Source: an optimization exercise on an open RTL-to-GDS flow (aim: small area, a short achievable clock period and few clock cycles). Production flows keep margins and buffers that such runs may drop. Function was checked by simulation only, so behaviour that the tests miss may differ from the original. Power is estimated from default activity; no workload was simulated.

--- flow/run.sh ---
#!/bin/bash
# synth_recipe.tcl (not shown) runs the flow's synth.tcl, then flattens the netlist and writes it again
# the make line also repeats each setting of config.mk as NAME=value (left out here)
make -C /OpenROAD-flow-scripts/flow DESIGN_CONFIG=/design/flow/config.mk WORK_HOME=/design/flow/orfs CLKGATE_MAP_FILE= SYNTH_SCRIPT=/design/flow/synth_recipe.tcl finish
--- flow/config.mk ---
export PLATFORM = sky130hd
export DESIGN_NAME = masked_patch_match_select
export DESIGN_NICKNAME = masked_patch_match_select
export VERILOG_FILES = /design/flow/design.v
export SDC_FILE = /design/flow/constraint.sdc
export NUM_CORES = 4
export LEC_CHECK = 0
export CAP_MARGIN = 20
export CORE_MARGIN = 2
export CORE_UTILIZATION = 45
export CTS_BUF_LIST = sky130_fd_sc_hd__clkbuf_4 sky130_fd_sc_hd__clkbuf_8
export PLACE_DENSITY = 0.6
export SETUP_SLACK_MARGIN = 5
export SLEW_MARGIN = 20
export TNS_END_PERCENT = 10
--- flow/constraint.sdc ---
create_clock -name core_clock -period 10.0 [get_ports {clk}]
set_input_delay 2.0000 -clock core_clock [delete_from_list [all_inputs] [get_ports {clk}]]
set_output_delay 2.0000 -clock core_clock [all_outputs]
set_load 0.01 [all_outputs]
--- flow/design.v ---
package mpms_pkg;
  localparam int PIX_W  = 16;
  localparam int POS_W  = 24;
  localparam int DIFF_W = 47;
  localparam int WGT_W  = 15;
  localparam int DIST_W = 32;
  localparam int FAC_W  = 16;
  localparam int NSIM_W = 7;
  localparam int RANK_W = 6;
  localparam int PROD_W = FAC_W + DIST_W;
  localparam int THR_W  = PROD_W - 8;
  localparam int          DIV_STEPS  = DIFF_W;
  localparam logic [15:0] W_KNOWN    = 16'd100;
  localparam logic [15:0] W_UNKNOWN  = 16'd1;
  localparam int          CFG_IDX_W    = 2;
  localparam logic [1:0]  CFG_N_SIMILAR    = 2'd0;
  localparam logic [1:0]  CFG_MAIN_FACTOR  = 2'd1;
  localparam logic [1:0]  CFG_PRIOR_FACTOR = 2'd2;
  localparam logic [NSIM_W-1:0] NSIM_RESET   = 7'd25;
  localparam logic [FAC_W-1:0]  FACTOR_RESET = 16'd256;
  typedef struct packed {
    logic [POS_W-1:0]  pos;
    logic              in_main;
    logic              in_prior;
    logic [RANK_W-1:0] rank;
  } res_t;
endpackage
module masked_patch_match_select #(
  parameter int MAX_CANDIDATES = 64
) (
  input  logic                          clk,
  input  logic                          rst_n,
  input  logic                          in_valid,
  output logic                          in_ready,
  input  logic [mpms_pkg::PIX_W-1:0]    in_ref_value,
  input  logic [mpms_pkg::PIX_W-1:0]    in_cand_value,
  input  logic                          in_ref_known,
  input  logic                          in_cand_known,
  input  logic [mpms_pkg::POS_W-1:0]    in_cand_position,
  input  logic                          in_last_element,
  input  logic                          in_last_candidate,
  output logic                          out_valid,
  input  logic                          out_ready,
  output logic [mpms_pkg::POS_W-1:0]    out_position,
  output logic                          out_in_main_group,
  output logic                          out_in_prior_group,
  output logic [mpms_pkg::RANK_W-1:0]   out_rank,
  output logic                          out_last,
  input  logic                          cfg_write_en,
  input  logic [mpms_pkg::CFG_IDX_W-1:0] cfg_index,
  input  logic [mpms_pkg::FAC_W-1:0]    cfg_data
);
  localparam int N      = MAX_CANDIDATES;
  localparam int IW     = $clog2(N);
  localparam int CW     = $clog2(N + 1);
  localparam int DW     = mpms_pkg::DIST_W;
  localparam int AW     = mpms_pkg::DIFF_W;
  localparam int WW     = mpms_pkg::WGT_W;
  localparam int PW     = mpms_pkg::POS_W;
  localparam int FW     = mpms_pkg::FAC_W;
  localparam int DIV_IT = DW / 2;              
  localparam int MUL_B  = 4;                   
  localparam int MUL_IT = FW / MUL_B;
  logic [mpms_pkg::NSIM_W-1:0] nsim_r, snap_nsim;
  logic [FW-1:0]               mf_r, pf_r, snap_mf, snap_pf;
  logic [1:0]                  pend_r;        
  logic                        thr_done;
  logic                        in_ready_r;
  logic                        acc_in, acc_close, acc_lc;
  logic                        a_v, a_both, a_close, a_lc;
  logic [15:0]                 a_ref, a_cand;
  logic                        b_v, b_both, b_close, b_lc;
  logic [15:0]                 b_d;
  logic                        c_v, c_both, c_close, c_lc;
  logic [15:0]                 c_hh, c_hl, c_ll;
  logic                        q_v, q_both, q_close, q_lc;
  logic [31:0]                 q_sq;
  logic                        d_v, d_both, d_close, d_lc;
  logic [38:0]                 d_term;
  logic                        e_fresh;
  logic [AW-1:0]               acc_r;
  logic [WW-1:0]               wgt_r;
  logic [AW-1:0]               cq_acc [2];
  logic [WW-1:0]               cq_wgt [2];
  logic                        cq_lc  [2];
  logic                        cq_wp, cq_rp;
  logic [1:0]                  cq_cnt;
  logic                        cq_push, cq_pop;
  logic [PW-1:0]               pf_mem [4];
  logic [1:0]                  pf_wp, pf_rp;
  localparam int NDV = 2;
  logic [NDV-1:0]              dv_busy, dv_done, dv_sat, dv_lc;
  logic [3:0]                  dv_cnt  [NDV];
  logic [WW-1:0]               dv_rem  [NDV];
  logic [WW-1:0]               dv_w    [NDV];
  logic [WW+1:0]               dv_w3   [NDV];
  logic [DW-1:0]               dv_q    [NDV];
  logic                        dv_in, dv_out;    
  logic [DW-1:0]               dv_dist;
  logic                        dv_free;
  logic [DW-1:0]               st_dist [N];
  logic [PW-1:0]               st_pos  [N];
  logic [IW-1:0]               ord     [N];   
  logic [CW-1:0]               count_r;
  localparam logic [3:0] S_IDLE = 4'd0;
  localparam logic [3:0] S_BS   = 4'd1;    
  localparam logic [3:0] S_INS  = 4'd2;    
  localparam logic [3:0] S_LK0  = 4'd3;    
  localparam logic [3:0] S_LK   = 4'd4;    
  localparam logic [3:0] S_MM   = 4'd5;    
  localparam logic [3:0] S_MCHK = 4'd6;
  localparam logic [3:0] S_PM   = 4'd7;    
  localparam logic [3:0] S_LKE  = 4'd8;    
  localparam logic [3:0] S_PTH  = 4'd9;
  localparam logic [3:0] S_EM   = 4'd10;
  logic [3:0]                  st_state;
  logic                        ins_start, ins_lc_r, ins_keep_r;
  logic [DW-1:0]               key_r;
  logic [PW-1:0]               ins_pos_r;
  logic [CW-1:0]               p_r, step_r;
  logic [CW-1:0]               eff_r, r_r, em_k;
  logic [DW-1:0]               lk_dist;
  logic [PW-1:0]               lk_pos;
  logic [N-1:0]                sel_r;         
  logic                        bs_ok_r;       
  logic [DW-1:0]               mth_r, pth_r;
  logic [47:0]                 mp_r;
  logic [FW-1:0]               mf_sh;
  localparam int MC_W = $clog2(MUL_IT + 2);
  logic [MC_W-1:0]             mcnt;
  logic                        f_v, f_main, f_prior;
  logic [PW-1:0]               f_pos;
  logic [IW-1:0]               f_rank;
  logic                        f_move, em_fetch;
  logic                        out_valid_r, o_main, o_prior, o_last;
  logic [PW-1:0]               o_pos;
  logic [IW-1:0]               o_rank;
  assign in_ready  = in_ready_r;
  assign acc_in    = rst_n && in_valid && in_ready_r;
  assign acc_close = in_last_element || in_last_candidate;
  assign acc_lc    = in_last_candidate;
  assign thr_done = (st_state == S_PTH);
  always_ff @(posedge clk) begin
    if (!rst_n) begin
      nsim_r <= mpms_pkg::NSIM_RESET;
      mf_r   <= mpms_pkg::FACTOR_RESET;
      pf_r   <= mpms_pkg::FACTOR_RESET;
      pend_r <= 2'd0;
    end else begin
      if (cfg_write_en) begin
        case (cfg_index)
          mpms_pkg::CFG_N_SIMILAR:    nsim_r <= cfg_data[mpms_pkg::NSIM_W-1:0];
          mpms_pkg::CFG_MAIN_FACTOR:  mf_r   <= cfg_data;
          mpms_pkg::CFG_PRIOR_FACTOR: pf_r   <= cfg_data;
          default: ;
        endcase
      end
      pend_r <= pend_r + 2'(acc_in && acc_lc) - 2'(thr_done);
    end
  end
  always_ff @(posedge clk) begin
    if ((pend_r == 2'd0) || (thr_done && ((pend_r == 2'd2) || (acc_in && acc_lc)))) begin
      snap_nsim <= nsim_r;
      snap_mf   <= mf_r;
      snap_pf   <= pf_r;
    end
  end
  logic [16:0]   ab_diff;
  logic [16:0]   ba_diff;
  logic [38:0]   sq39;
  logic [AW:0]   acc_sum;
  logic [AW-1:0] acc_n;
  logic [WW:0]   wgt_sum;
  logic [WW-1:0] wgt_n;
  assign ab_diff = {1'b0, a_ref} - {1'b0, a_cand};
  assign ba_diff = {1'b0, a_cand} - {1'b0, a_ref};
  assign sq39    = {7'b0, q_sq};
  assign acc_sum = {1'b0, (e_fresh ? {AW{1'b0}} : acc_r)} + {9'b0, d_term};
  assign acc_n   = acc_sum[AW] ? {AW{1'b1}} : acc_sum[AW-1:0];
  assign wgt_sum = {1'b0, (e_fresh ? {WW{1'b0}} : wgt_r)} +
                   (!d_v ? (WW+1)'(0) : d_both ? (WW+1)'(100) : (WW+1)'(1));
  assign wgt_n   = wgt_sum[WW] ? {WW{1'b1}} : wgt_sum[WW-1:0];
  always_ff @(posedge clk) begin
    a_ref   <= in_ref_value;
    a_cand  <= in_cand_value;
    a_both  <= in_ref_known && in_cand_known;
    a_close <= acc_close;
    a_lc    <= acc_lc;
    b_d     <= ab_diff[16] ? ba_diff[15:0] : ab_diff[15:0];
    b_both  <= a_both;
    b_close <= a_close;
    b_lc    <= a_lc;
    c_hh    <= b_v ? b_d[15:8] * b_d[15:8] : 16'd0;
    c_hl    <= b_v ? b_d[15:8] * b_d[7:0]  : 16'd0;
    c_ll    <= b_v ? b_d[7:0]  * b_d[7:0]  : 16'd0;
    c_both  <= b_both;
    c_close <= b_close;
    c_lc    <= b_lc;
    q_sq    <= {c_hh, 16'd0} + {7'd0, c_hl, 9'd0} + {16'd0, c_ll};
    q_both  <= c_both;
    q_close <= c_close;
    q_lc    <= c_lc;
    d_term  <= q_both ? ((sq39 << 6) + (sq39 << 5) + (sq39 << 2)) : sq39;
    d_both  <= q_both;
    d_close <= q_close;
    d_lc    <= q_lc;
    acc_r   <= acc_n;
    wgt_r   <= wgt_n;
  end
  always_ff @(posedge clk) begin
    if (!rst_n) begin
      a_v <= 1'b0;
      b_v <= 1'b0;
      c_v <= 1'b0;
      q_v <= 1'b0;
      d_v <= 1'b0;
      e_fresh <= 1'b1;
    end else begin
      a_v <= acc_in;
      b_v <= a_v;
      c_v <= b_v;
      q_v <= c_v;
      d_v <= q_v;
      if (d_v) e_fresh <= d_close;
    end
  end
  assign cq_push = d_v && d_close;
  assign cq_pop  = (cq_cnt != 2'd0) && dv_free;
  always_ff @(posedge clk) begin
    if (cq_push) begin
      cq_acc[cq_wp] <= acc_n;
      cq_wgt[cq_wp] <= wgt_n;
      cq_lc[cq_wp]  <= d_lc;
    end
  end
  always_ff @(posedge clk) begin
    if (!rst_n) begin
      cq_wp  <= 1'b0;
      cq_rp  <= 1'b0;
      cq_cnt <= 2'd0;
    end else begin
      if (cq_push) cq_wp <= ~cq_wp;
      if (cq_pop)  cq_rp <= ~cq_rp;
      cq_cnt <= cq_cnt + 2'(cq_push) - 2'(cq_pop);
    end
  end
  logic [2:0] closes_held;
  logic [1:0] cq_cnt_next;
  logic       pend_two;
  assign cq_cnt_next = cq_cnt + 2'(cq_push) - 2'(cq_pop);
  assign closes_held = 3'(a_v && a_close) + 3'(b_v && b_close) + 3'(c_v && c_close) +
                       3'(q_v && q_close) + 3'(cq_cnt_next);
  assign pend_two    = !thr_done && ((pend_r == 2'd2) || ((pend_r == 2'd1) && acc_in && acc_lc));
  always_ff @(posedge clk) begin
    if (!rst_n) in_ready_r <= 1'b0;
    else        in_ready_r <= ((closes_held == 3'd0) || ((closes_held == 3'd1) && !(acc_in && acc_close))) &&
                              !pend_two;
  end
  always_ff @(posedge clk) begin
    if (acc_in && acc_close) pf_mem[pf_wp] <= in_cand_position;
  end
  always_ff @(posedge clk) begin
    if (!rst_n) begin
      pf_wp <= 2'd0;
      pf_rp <= 2'd0;
    end else begin
      if (acc_in && acc_close) pf_wp <= pf_wp + 2'd1;
      if (ins_start)           pf_rp <= pf_rp + 2'd1;
    end
  end
  assign dv_free = !dv_busy[dv_in] || (dv_done[dv_in] && ins_start && (dv_out == dv_in));
  assign dv_dist = dv_sat[dv_out] ? {DW{1'b1}} : dv_q[dv_out];
  genvar gd;
  generate
    for (gd = 0; gd < NDV; gd++) begin : g_div
      logic [WW+1:0] dx;
      logic [WW+2:0] dd1, dd2, dd3;
      logic          ld;
      assign ld  = cq_pop && (dv_in == 1'(gd));
      assign dx  = {dv_rem[gd], dv_q[gd][DW-1:DW-2]};
      assign dd1 = {1'b0, dx} - {3'b0, dv_w[gd]};
      assign dd2 = {1'b0, dx} - {2'b0, dv_w[gd], 1'b0};
      assign dd3 = {1'b0, dx} - {1'b0, dv_w3[gd]};
      always_ff @(posedge clk) begin
        if (ld) begin
          dv_w[gd]   <= cq_wgt[cq_rp];
          dv_w3[gd]  <= {1'b0, cq_wgt[cq_rp], 1'b0} + {2'b0, cq_wgt[cq_rp]};
          dv_rem[gd] <= cq_acc[cq_rp][AW-1:DW];
          dv_q[gd]   <= cq_acc[cq_rp][DW-1:0];
          dv_sat[gd] <= cq_acc[cq_rp][AW-1:DW] >= cq_wgt[cq_rp];
          dv_lc[gd]  <= cq_lc[cq_rp];
        end else if (dv_busy[gd] && !dv_done[gd]) begin
          if (!dd3[WW+2]) begin
            dv_rem[gd] <= dd3[WW-1:0];
            dv_q[gd]   <= {dv_q[gd][DW-3:0], 2'd3};
          end else if (!dd2[WW+2]) begin
            dv_rem[gd] <= dd2[WW-1:0];
            dv_q[gd]   <= {dv_q[gd][DW-3:0], 2'd2};
          end else if (!dd1[WW+2]) begin
            dv_rem[gd] <= dd1[WW-1:0];
            dv_q[gd]   <= {dv_q[gd][DW-3:0], 2'd1};
          end else begin
            dv_rem[gd] <= dx[WW-1:0];
            dv_q[gd]   <= {dv_q[gd][DW-3:0], 2'd0};
          end
        end
      end
      always_ff @(posedge clk) begin
        if (!rst_n) begin
          dv_busy[gd] <= 1'b0;
          dv_done[gd] <= 1'b0;
          dv_cnt[gd]  <= '0;
        end else begin
          if (ld) begin
            dv_busy[gd] <= 1'b1;
            dv_done[gd] <= 1'b0;
            dv_cnt[gd]  <= '0;
          end else if (dv_busy[gd] && !dv_done[gd]) begin
            dv_cnt[gd] <= dv_cnt[gd] + 1'b1;
            if (dv_cnt[gd] == 4'(DIV_IT - 1)) dv_done[gd] <= 1'b1;
          end else if (dv_done[gd] && ins_start && (dv_out == 1'(gd))) begin
            dv_busy[gd] <= 1'b0;
            dv_done[gd] <= 1'b0;
          end
        end
      end
    end
  endgenerate
  always_ff @(posedge clk) begin
    if (!rst_n) begin
      dv_in  <= 1'b0;
      dv_out <= 1'b0;
    end else begin
      if (cq_pop)    dv_in  <= ~dv_in;
      if (ins_start) dv_out <= ~dv_out;
    end
  end
  assign ins_start = dv_done[dv_out] && (st_state == S_IDLE);
  always_comb begin
    lk_dist = '0;
    lk_pos  = '0;
    for (int j = 0; j < N; j++) begin
      if (sel_r[j]) begin
        lk_dist = lk_dist | st_dist[j];
        lk_pos  = lk_pos  | st_pos[j];
      end
    end
  end
  logic [CW-1:0] step_init;
  always_comb begin
    step_init = '0;
    for (int b = 0; b < CW; b++) if (count_r[b]) step_init = CW'(1) << b;
  end
  logic          bs_take;
  logic [CW-1:0] p_next, half, quarter;
  logic [IW-1:0] bs_ra, bs_rb;           
  logic [CW:0]   nxa_take, nxb_take, nxa_keep, nxb_keep;
  logic [CW:0]   nx_take, nx_keep;
  logic          bs_le;
  mpms_le #(.W(DW)) u_bs_le (.a(lk_dist), .b(key_r), .le(bs_le));
  assign bs_take = bs_ok_r && bs_le;
  assign p_next  = bs_take ? p_r + step_r : p_r;
  assign half    = step_r >> 1;
  assign nx_take = {1'b0, p_r} + {1'b0, step_r} + {1'b0, half};    
  assign nx_keep = {1'b0, p_r} + {1'b0, half};                     
  assign quarter  = half >> 1;
  assign nxa_take = nx_take + {1'b0, quarter};
  assign nxb_take = {1'b0, p_r} + {1'b0, step_r} + {1'b0, quarter};
  assign nxa_keep = nx_keep + {1'b0, quarter};
  assign nxb_keep = {1'b0, p_r} + {1'b0, quarter};
  genvar gj;
  generate
    for (gj = 0; gj < N; gj++) begin : g_ent
      always_ff @(posedge clk) begin
        if ((st_state == S_INS) && ins_keep_r && (count_r == CW'(gj))) begin
          st_dist[gj] <= key_r;
          st_pos[gj]  <= ins_pos_r;
        end
      end
      always_ff @(posedge clk) begin
        if ((st_state == S_INS) && ins_keep_r && (CW'(gj) >= p_r)) begin
          if (CW'(gj) == p_r) ord[gj] <= count_r[IW-1:0];
          else                ord[gj] <= ord[(gj > 0) ? gj - 1 : 0];
        end
      end
    end
  endgenerate
  logic [CW-1:0] eff_c, count_nx;
  logic [mpms_pkg::NSIM_W-1:0] nclamp;
  assign count_nx = count_r + CW'(ins_keep_r);
  assign nclamp   = (snap_nsim < mpms_pkg::NSIM_W'(2)) ? mpms_pkg::NSIM_W'(2) : snap_nsim;
  assign eff_c    = ({1'b0, nclamp} > 8'(count_nx)) ? count_nx : CW'(nclamp);
  logic [47:0]         mp_next;
  logic [DW+MUL_B-1:0] mp_pp, pp_r;
  assign mp_pp   = {{MUL_B{1'b0}}, key_r} * {{DW{1'b0}}, mf_sh[FW-1:FW-MUL_B]};
  assign mp_next = (mcnt == '0) ? 48'd0 :
                   {mp_r[47-MUL_B:0], {MUL_B{1'b0}}} + {{(48-DW-MUL_B){1'b0}}, pp_r};
  always_ff @(posedge clk) pp_r <= mp_pp;
  logic [DW-1:0] mp_sat, pth_max;
  assign mp_sat  = (|mp_r[47:40]) ? {DW{1'b1}} : mp_r[39:8];
  assign pth_max = (pth_r > key_r) ? pth_r : key_r;
  logic em_main, em_prior, em_q, o_free, em_done;
  mpms_le #(.W(DW)) u_main_le  (.a(lk_dist), .b(mth_r), .le(em_main));
  mpms_le #(.W(DW)) u_prior_le (.a(lk_dist), .b(pth_r), .le(em_prior));
  assign em_q     = (em_k < count_r) && (em_main || em_prior);
  assign o_free   = !out_valid_r || out_ready;
  assign f_move   = (st_state == S_EM) && f_v && o_free;
  assign em_fetch = (st_state == S_EM) && (!f_v || o_free);
  assign em_done  = em_fetch && !em_q;
  logic          lk_ld;
  logic [IW-1:0] nr_a, nr_b;
  logic [N-1:0]  eq_a, eq_b;
  always_comb begin
    lk_ld = 1'b0;
    nr_a  = '0;
    nr_b  = bs_rb;
    case (st_state)
      S_IDLE: begin lk_ld = ins_start; nr_a = stm1_r; end
      S_BS:   begin lk_ld = 1'b1;      nr_a = bs_ra; end
      S_LK0:  begin lk_ld = 1'b1;      nr_a = nra_r; end
      S_MCHK: begin lk_ld = 1'b1;      nr_a = nra_r; end
      S_PM:   begin lk_ld = 1'b1;      nr_a = nra_r; end
      S_PTH:  begin lk_ld = 1'b1;      nr_a = nra_r; end
      S_EM:   begin lk_ld = em_fetch;  nr_a = nra_r; end
      default: ;
    endcase
  end
  logic [IW-1:0] nra_r, stm1_r;
  logic [CW-1:0] count_d, stinit_d;
  always_comb begin
    count_d = count_r;
    if ((st_state == S_INS) && ins_keep_r) count_d = count_r + 1'b1;
    stinit_d = '0;
    for (int b = 0; b < CW; b++) if (count_d[b]) stinit_d = CW'(1) << b;
  end
  always_ff @(posedge clk) begin
    stm1_r <= IW'(stinit_d - 1'b1);
    case (st_state)
      S_INS:  nra_r <= (count_nx >= CW'(2)) ? IW'(1) : IW'(0);
      S_MM:   nra_r <= IW'(r_r + CW'(1));
      S_MCHK: nra_r <= IW'(eff_r - CW'(1));
      S_LKE:  nra_r <= '0;
      S_PTH:  nra_r <= IW'(1);
      S_EM:   if (em_fetch) nra_r <= IW'(em_k + 2'd2);
      default: ;
    endcase
  end
  logic [N-1:0]  rk_a, rk_b;
  logic [IW-1:0] en_a, en_b;
  always_comb begin
    en_a = '0;
    en_b = '0;
    for (int k = 0; k < N; k++) begin
      rk_a[k] = (nr_a == IW'(k));
      rk_b[k] = (nr_b == IW'(k));
      if (rk_a[k]) en_a = en_a | ord[k];
      if (rk_b[k]) en_b = en_b | ord[k];
    end
    for (int j = 0; j < N; j++) begin
      eq_a[j] = (en_a == IW'(j));
      eq_b[j] = (en_b == IW'(j));
    end
  end
  always_ff @(posedge clk) begin
    if (lk_ld) sel_r <= ((st_state == S_BS) && !bs_take) ? eq_b : eq_a;
  end
  always_ff @(posedge clk) begin
    if (!rst_n) begin
      st_state    <= S_IDLE;
      count_r     <= '0;
      bs_ok_r     <= 1'b0;
      ins_lc_r    <= 1'b0;
      ins_keep_r  <= 1'b0;
      p_r         <= '0;
      step_r      <= '0;
      em_k        <= '0;
      eff_r       <= '0;
      r_r         <= '0;
      mcnt        <= '0;
    end else begin
      case (st_state)
        S_IDLE: begin
          if (ins_start) begin
            ins_lc_r    <= dv_lc[dv_out];
            ins_keep_r  <= (count_r != CW'(N));
            p_r         <= '0;
            step_r      <= step_init;
            bs_ra       <= IW'(step_init + (step_init >> 1) - 1'b1);
            bs_rb       <= IW'((step_init >> 1) - 1'b1);
            bs_ok_r     <= 1'b1;
            st_state    <= ((count_r == CW'(0)) || (count_r == CW'(N))) ? S_INS : S_BS;
          end
        end
        S_BS: begin
          p_r    <= p_next;
          step_r <= half;
          bs_ok_r <= bs_take ? (nx_take <= {1'b0, count_r}) : (nx_keep <= {1'b0, count_r});
          bs_ra   <= bs_take ? IW'(nxa_take - 1'b1) : IW'(nxa_keep - 1'b1);
          bs_rb   <= bs_take ? IW'(nxb_take - 1'b1) : IW'(nxb_keep - 1'b1);
          if (step_r == CW'(1)) st_state <= S_INS;
        end
        S_INS: begin
          if (ins_keep_r) count_r <= count_r + 1'b1;
          eff_r    <= eff_c;
          r_r      <= (count_nx >= CW'(2)) ? CW'(1) : CW'(0);
          st_state <= ins_lc_r ? S_LK0 : S_IDLE;
        end
        S_LK0: st_state <= S_LK;
        S_LK: begin
          mcnt     <= '0;
          st_state <= S_MM;
        end
        S_MM: begin
          mcnt <= mcnt + 1'b1;
          if (mcnt == MC_W'(MUL_IT)) st_state <= S_MCHK;
        end
        S_MCHK: begin
          if ((mp_r[47:8] == '0) && (r_r + CW'(1) < eff_r)) begin
            r_r      <= r_r + CW'(1);
            st_state <= S_LK;
          end else begin
            mcnt     <= '0;
            st_state <= S_PM;
          end
        end
        S_PM: begin
          mcnt <= mcnt + 1'b1;
          if (mcnt == MC_W'(MUL_IT)) st_state <= S_LKE;
        end
        S_LKE: st_state <= S_PTH;
        S_PTH: begin
          em_k     <= '0;
          st_state <= S_EM;
        end
        S_EM: begin
          if (em_fetch) em_k <= em_k + 1'b1;
          if (em_done) begin
            st_state <= S_IDLE;
            count_r  <= '0;
          end
        end
        default: st_state <= S_IDLE;
      endcase
    end
  end
  always_ff @(posedge clk) begin
    case (st_state)
      S_IDLE: begin key_r <= dv_dist; ins_pos_r <= pf_mem[pf_rp]; end
      S_LK:   begin key_r <= lk_dist; mf_sh <= snap_mf; end
      S_MM:   begin mp_r <= mp_next; mf_sh <= mf_sh << MUL_B; end
      S_MCHK: begin mth_r <= mp_sat; mf_sh <= snap_pf; end
      S_PM:   begin mp_r <= mp_next; mf_sh <= mf_sh << MUL_B; end
      S_LKE:  begin key_r <= lk_dist; pth_r <= mp_sat; end
      S_PTH:  pth_r <= pth_max;
      default: ;
    endcase
  end
  always_ff @(posedge clk) begin
    if (em_fetch) begin
      f_pos   <= lk_pos;
      f_main  <= em_main;
      f_prior <= em_prior;
      f_rank  <= em_k[IW-1:0];
    end
    if (f_move) begin
      o_pos   <= f_pos;
      o_main  <= f_main;
      o_prior <= f_prior;
      o_rank  <= f_rank;
      o_last  <= !em_q;
    end
  end
  always_ff @(posedge clk) begin
    if (!rst_n) begin
      f_v         <= 1'b0;
      out_valid_r <= 1'b0;
    end else begin
      if (em_fetch) f_v <= em_q;
      if (f_move)         out_valid_r <= 1'b1;
      else if (out_ready) out_valid_r <= 1'b0;
    end
  end
  assign out_valid          = out_valid_r;
  assign out_position       = o_pos;
  assign out_in_main_group  = o_main;
  assign out_in_prior_group = o_prior;
  assign out_rank           = o_rank;
  assign out_last           = o_last;
endmodule
module mpms_le #(
  parameter int W = 32
) (
  input  logic [W-1:0] a,
  input  logic [W-1:0] b,
  output logic         le
);
  localparam int L = $clog2(W);
  logic [W-1:0] g [L+1];    
  logic [W-1:0] e [L+1];    
  always_comb begin
    for (int l = 0; l <= L; l++) begin
      g[l] = '0;
      e[l] = '0;
    end
    g[0] = a & ~b;
    e[0] = ~(a ^ b);
    for (int l = 1; l <= L; l++) begin
      for (int i = 0; i < (W >> l); i++) begin
        g[l][i] = g[l-1][2*i+1] | (e[l-1][2*i+1] & g[l-1][2*i]);
        e[l][i] = e[l-1][2*i+1] & e[l-1][2*i];
      end
    end
    le = ~g[L][0];
  end
endmodule
==> qor.txt <==
gr usage total -> 38.0%
total negative slack -> 0 ns
hold_sp -> b_lc$_DFF_P_
critical path startpoint category -> register
DIE WIDTH -> 702 um
maxcap violations -> 0
Unique masters post-synth -> 99
Peak VDD IR -> 0.280 mV
CTS tree -> yes
met3 Use GR -> 12.1%
Yosys top cell area share -> 64.7%
H-tree levels -> 6
worst hold-check path type -> register to register
largest net degree at the start of global routing -> 70
area leader, netlist -> edfxtp_1
top_reg_cell synth -> edfxtp_1
core area -> 485000 sq um
Ports -> 118
DRC viols -> 0
Syn Area/Cell -> 14.5 sq um
Worst EP required -> 10.90 ns
DRT Pass-1 Iters -> 8
RePlAce Congestion -> 1.10
Area Growth Syn to Fin -> 14.9%
share of cells above drive strength 1 -> 16.3%
dominant cells by area after synthesis -> edfxtp_1 (65%), ha_1 (3.8%), a221oi_1 (3.7%)
WL final -> 977000 um
Clock Root Buffer -> clkbuf_8
clock latency on the worst-skew pair -> 1.44 ns
crit path DAT -> 6.36 ns
grt ovf -> 0
Final Skew -> 0.194 ns
CP Class -> register to register
CP max stage delay -> 0.65 ns
final setup fails -> 0
Die Y -> 702 um
Hold Path End -> c_lc$_DFF_P_
Placed Area -> 230000 sq um
clock sinks -> 5127
hold slack -> 0.310 ns
GRT busiest layer -> met2
power per cell area -> 284 nW/um^2
Slew Viols, Final -> 0
post-DP HPWL -> 569000 um
Synth Register Bits -> 5127
clock-pin slew on the worst setup and hold paths -> 0.06 ns
CP top delay family -> buffers and inverters
CTS Hold Bufs -> 0
Max Fclk -> 183 MHz
vias in the first global route -> 146000
vias per cell -> 6.89
Slew HR -> 9.21%
crit-path cells -> buf_4, clkinv_4, buf_4, nor2_1, buf_4, nand3_1, nor2_4, buf_4, buf_8
Least-Margin Pin Slew -> 1.36 ns
fraction of registers with async set/reset -> 0%
via count -> 159000
WL/cell -> 42.3 um
synth warn -> 12
die area -> 492000 sq um
antenna-violating nets left -> 0
CP endpoint kind -> register
register area share after synthesis -> 68.5%
Longest Clk Path Bufs -> 4
Crit Reg-Reg Endpoint -> st_dist[63][27]$_DFFE_PP_
first-pass GRT wire length -> 1270000 um
met1 Resource Use GR -> 49.4%
Core Util, Final -> 51.9%
CTS Buf Count -> 819
row count -> 256
Mapped Area -> 219000 sq um
unrepaired setup endpoints after global routing -> true
Crit path buffers/inverters -> 6
most frequent CP cell -> buf_4
fin crit share -> 54.6%
Gate Count Post-Synth -> 15100
grt met2 use -> 56.2%
flop-to-flop setup slack -> 4.54 ns
Period minus WS final -> 5.46 ns
number of hold violations in the final report -> 0
number of flops mapped to enable cells by yosys -> 4720
worst r2r path cells -> 9
port bufs -> 117
slowest CP cell -> nand3_1
Finished Cell Area -> 252000 sq um
initial antenna violation count -> 97
Initial Utilization -> 45.1%
nets -> 16900
CP max FO -> 34
status -> no timing/DRC/antenna violations
DRT iter0 DRCs -> 30300
WHS Path Cells -> 0
Reg-to-Reg Start -> count_r[3]$_SDFFE_PN0P_
static leakage -> 88.9 nW
per-stage QoR:
step	setup slack, ns	instances	power (W)
floorplan	5.01	15100	0.0413
global placement	1.80	21400	0.0501
detailed placement	2.54	21400	0.0502
CTS	4.80	22900	0.0693
global route	4.80	23000	0.0735
finish	4.54	23100	0.0714
cells in the mapped netlist (42+ instances only):
cell,count
a211oi_1,59
nor2b_1,149
and3_1,71
or4_1,64
o21bai_1,46
dfxtp_1,407
edfxtp_1,4720
nor3_1,155
nand4_1,330
a31oi_1,105
xor2_1,124
nor2_1,677
nand3_1,181
inv_1,588
a21oi_1,461
fa_1,195
buf_2,43
a22oi_1,197
ha_1,661
o21ai_0,581
and2_1,167
clkbuf_1,549
a21o_1,197
a221oi_1,931
mux2i_1,155
or3_1,42
a32oi_1,52
xnor2_1,222
buf_1,209
o21a_1,42
nand2_1,922
or2_2,60
a22o_1,929
mux2_2,165
nand2b_1,84
state kept, by name (all words and copies together) (netlist names), 24 cells and up, named ones only:
signal and cells:
acc_r 47, cq_acc 94, cq_wgt 30, d_term 38
dv_q 64, dv_rem 30, dv_w 30, dv_w3 32
f_pos 24, ins_pos_r 24, key_r 32, mp_r 48
mth_r 32, o_pos 24, ord 384, pf_mem 96
pp_r 36, pth_r 32, q_sq 31, sel_r 64
st_dist 2048, st_pos 1536
layout by cell type, fill, tap and decap left out, types with 67 or more instances in the layout:
master | synthesis | final
and2_1 | 167 | 167
clkbuf_4 | 0 | 324
a21oi_1 | 461 | 447
a31oi_1 | 105 | 103
clkinv_1 | 4 | 169
nor2_4 | 0 | 83
nand3_1 | 181 | 178
xor2_1 | 124 | 124
mux2i_1 | 155 | 154
buf_4 | 1 | 536
xnor2_1 | 222 | 222
a22oi_1 | 197 | 197
and3_1 | 71 | 69
buf_12 | 0 | 67
nand4_1 | 330 | 330
nand2b_1 | 84 | 78
a22o_1 | 929 | 928
nor3_1 | 155 | 136
ha_1 | 661 | 655
inv_1 | 588 | 581
a21o_1 | 197 | 192
a221oi_1 | 931 | 870
o21ai_0 | 581 | 564
mux2_2 | 165 | 165
edfxtp_1 | 4720 | 4720
nand2_1 | 922 | 911
buf_6 | 9 | 72
nor2_1 | 677 | 559
clkdlybuf4s50_1 | 0 | 116
clkbuf_8 | 0 | 852
dfxtp_1 | 407 | 388
nor2b_1 | 149 | 148
fa_1 | 195 | 195
timing repair:
action | in CTS | in global routing
cloned | 23 | 21
gates resized for setup | 357 | 267
pin swaps | 42 | 83
endpoints found under the hold margin | 0 | 0
buffers inserted | 72 | 84
setup endpoints to repair | 724 | 456
layout make-up:
cell class                      count  area (sq um)
Antenna cell                       65           163
Clock buffer                     1172         14100
Clock inverter                    297          2010
Fill cell                       40600        234000
Inverter                          595          2240
Multi-Input combinational cell   8525         65900
Sequential cell                  5127        150000
Tap cell                         6450          8070
Timing Repair Buffer              873          9190
power by group:
group          internal (W)  switching, W
clock               0.00945       0.00873
sequential           0.0265      0.000649
combinational       0.00846        0.0176
kinds of logic (layout without fill, tap and decap cells):
logic type	count (synthesis)	after routing	synth area share (%)
xor+xnor	346	346	1.38
compound gates	3916	3917	13.4
fa+ha+maj	856	856	5.56
simple gates	3054	3058	6.87
mux	346	346	1.82
buf+inv	1406	2937	2.47
flops	5127	5127	68.5
other cells	1	67	0.00171
worst max-delay path by stage:
stage                            start                        end  slack, ns  cells past startpoint
5_1_grt            sel_r[30]$_DFFE_PP_    count_r[2]$_SDFFE_PN0P_       4.80                     21
2_1_floorplan                out_ready         sel_r[0]$_DFFE_PP_       5.01                      5
4_1_cts        count_r[1]$_SDFFE_PN0P_    st_pos[32][3]$_DFFE_PP_       4.80                      8
3_3_place_gp       sel_r[15]$_DFFE_PP_        sel_r[46]$_DFFE_PP_       1.80                     17
3_5_place_dp       sel_r[15]$_DFFE_PP_        sel_r[39]$_DFFE_PP_       2.54                     17
6_report       count_r[3]$_SDFFE_PN0P_  st_dist[63][27]$_DFFE_PP_       4.54                      9
per-layer routing:
layer,part of all wire (%),up-vias
met5,0.064,-
met4,7.1,72
met3,15,3346
met2,43,14400
met1,35,80000
li1,-,61500
Testbench counts, summed over its fixed seeds: cycles 15,408.

## port drivers added, routing unchanged
The results above use ideal ports. As a check the final layout listed here was re-extracted and re-timed, cells and wires unchanged.
Step 1 assumes that a clkbuf_16 drives the clock port and a buf_2 every other input.
Step 2, shift: input delay + t, output delay - t, t = (earliest + latest rising clock arrival at the registers) / 2. This alone moves slack from input paths to output paths.
a / b / c = no drivers / after step 1 / after step 2; a / b = the first two.
t, ns: 1.446
slack for setup (ns): 4.537 / 4.537 / 4.537
latest minus earliest clock arrival (ns): 0.220 / 0.220
worst register clock-pin slew, ns: 0.08 / 0.08
worst data-port slew with drivers (ns): 0.21
After both steps setup and hold are still met in this run. For this run, drivers alone change the setup slack by 0.000 ns; drivers and shift together by 0.000 ns.
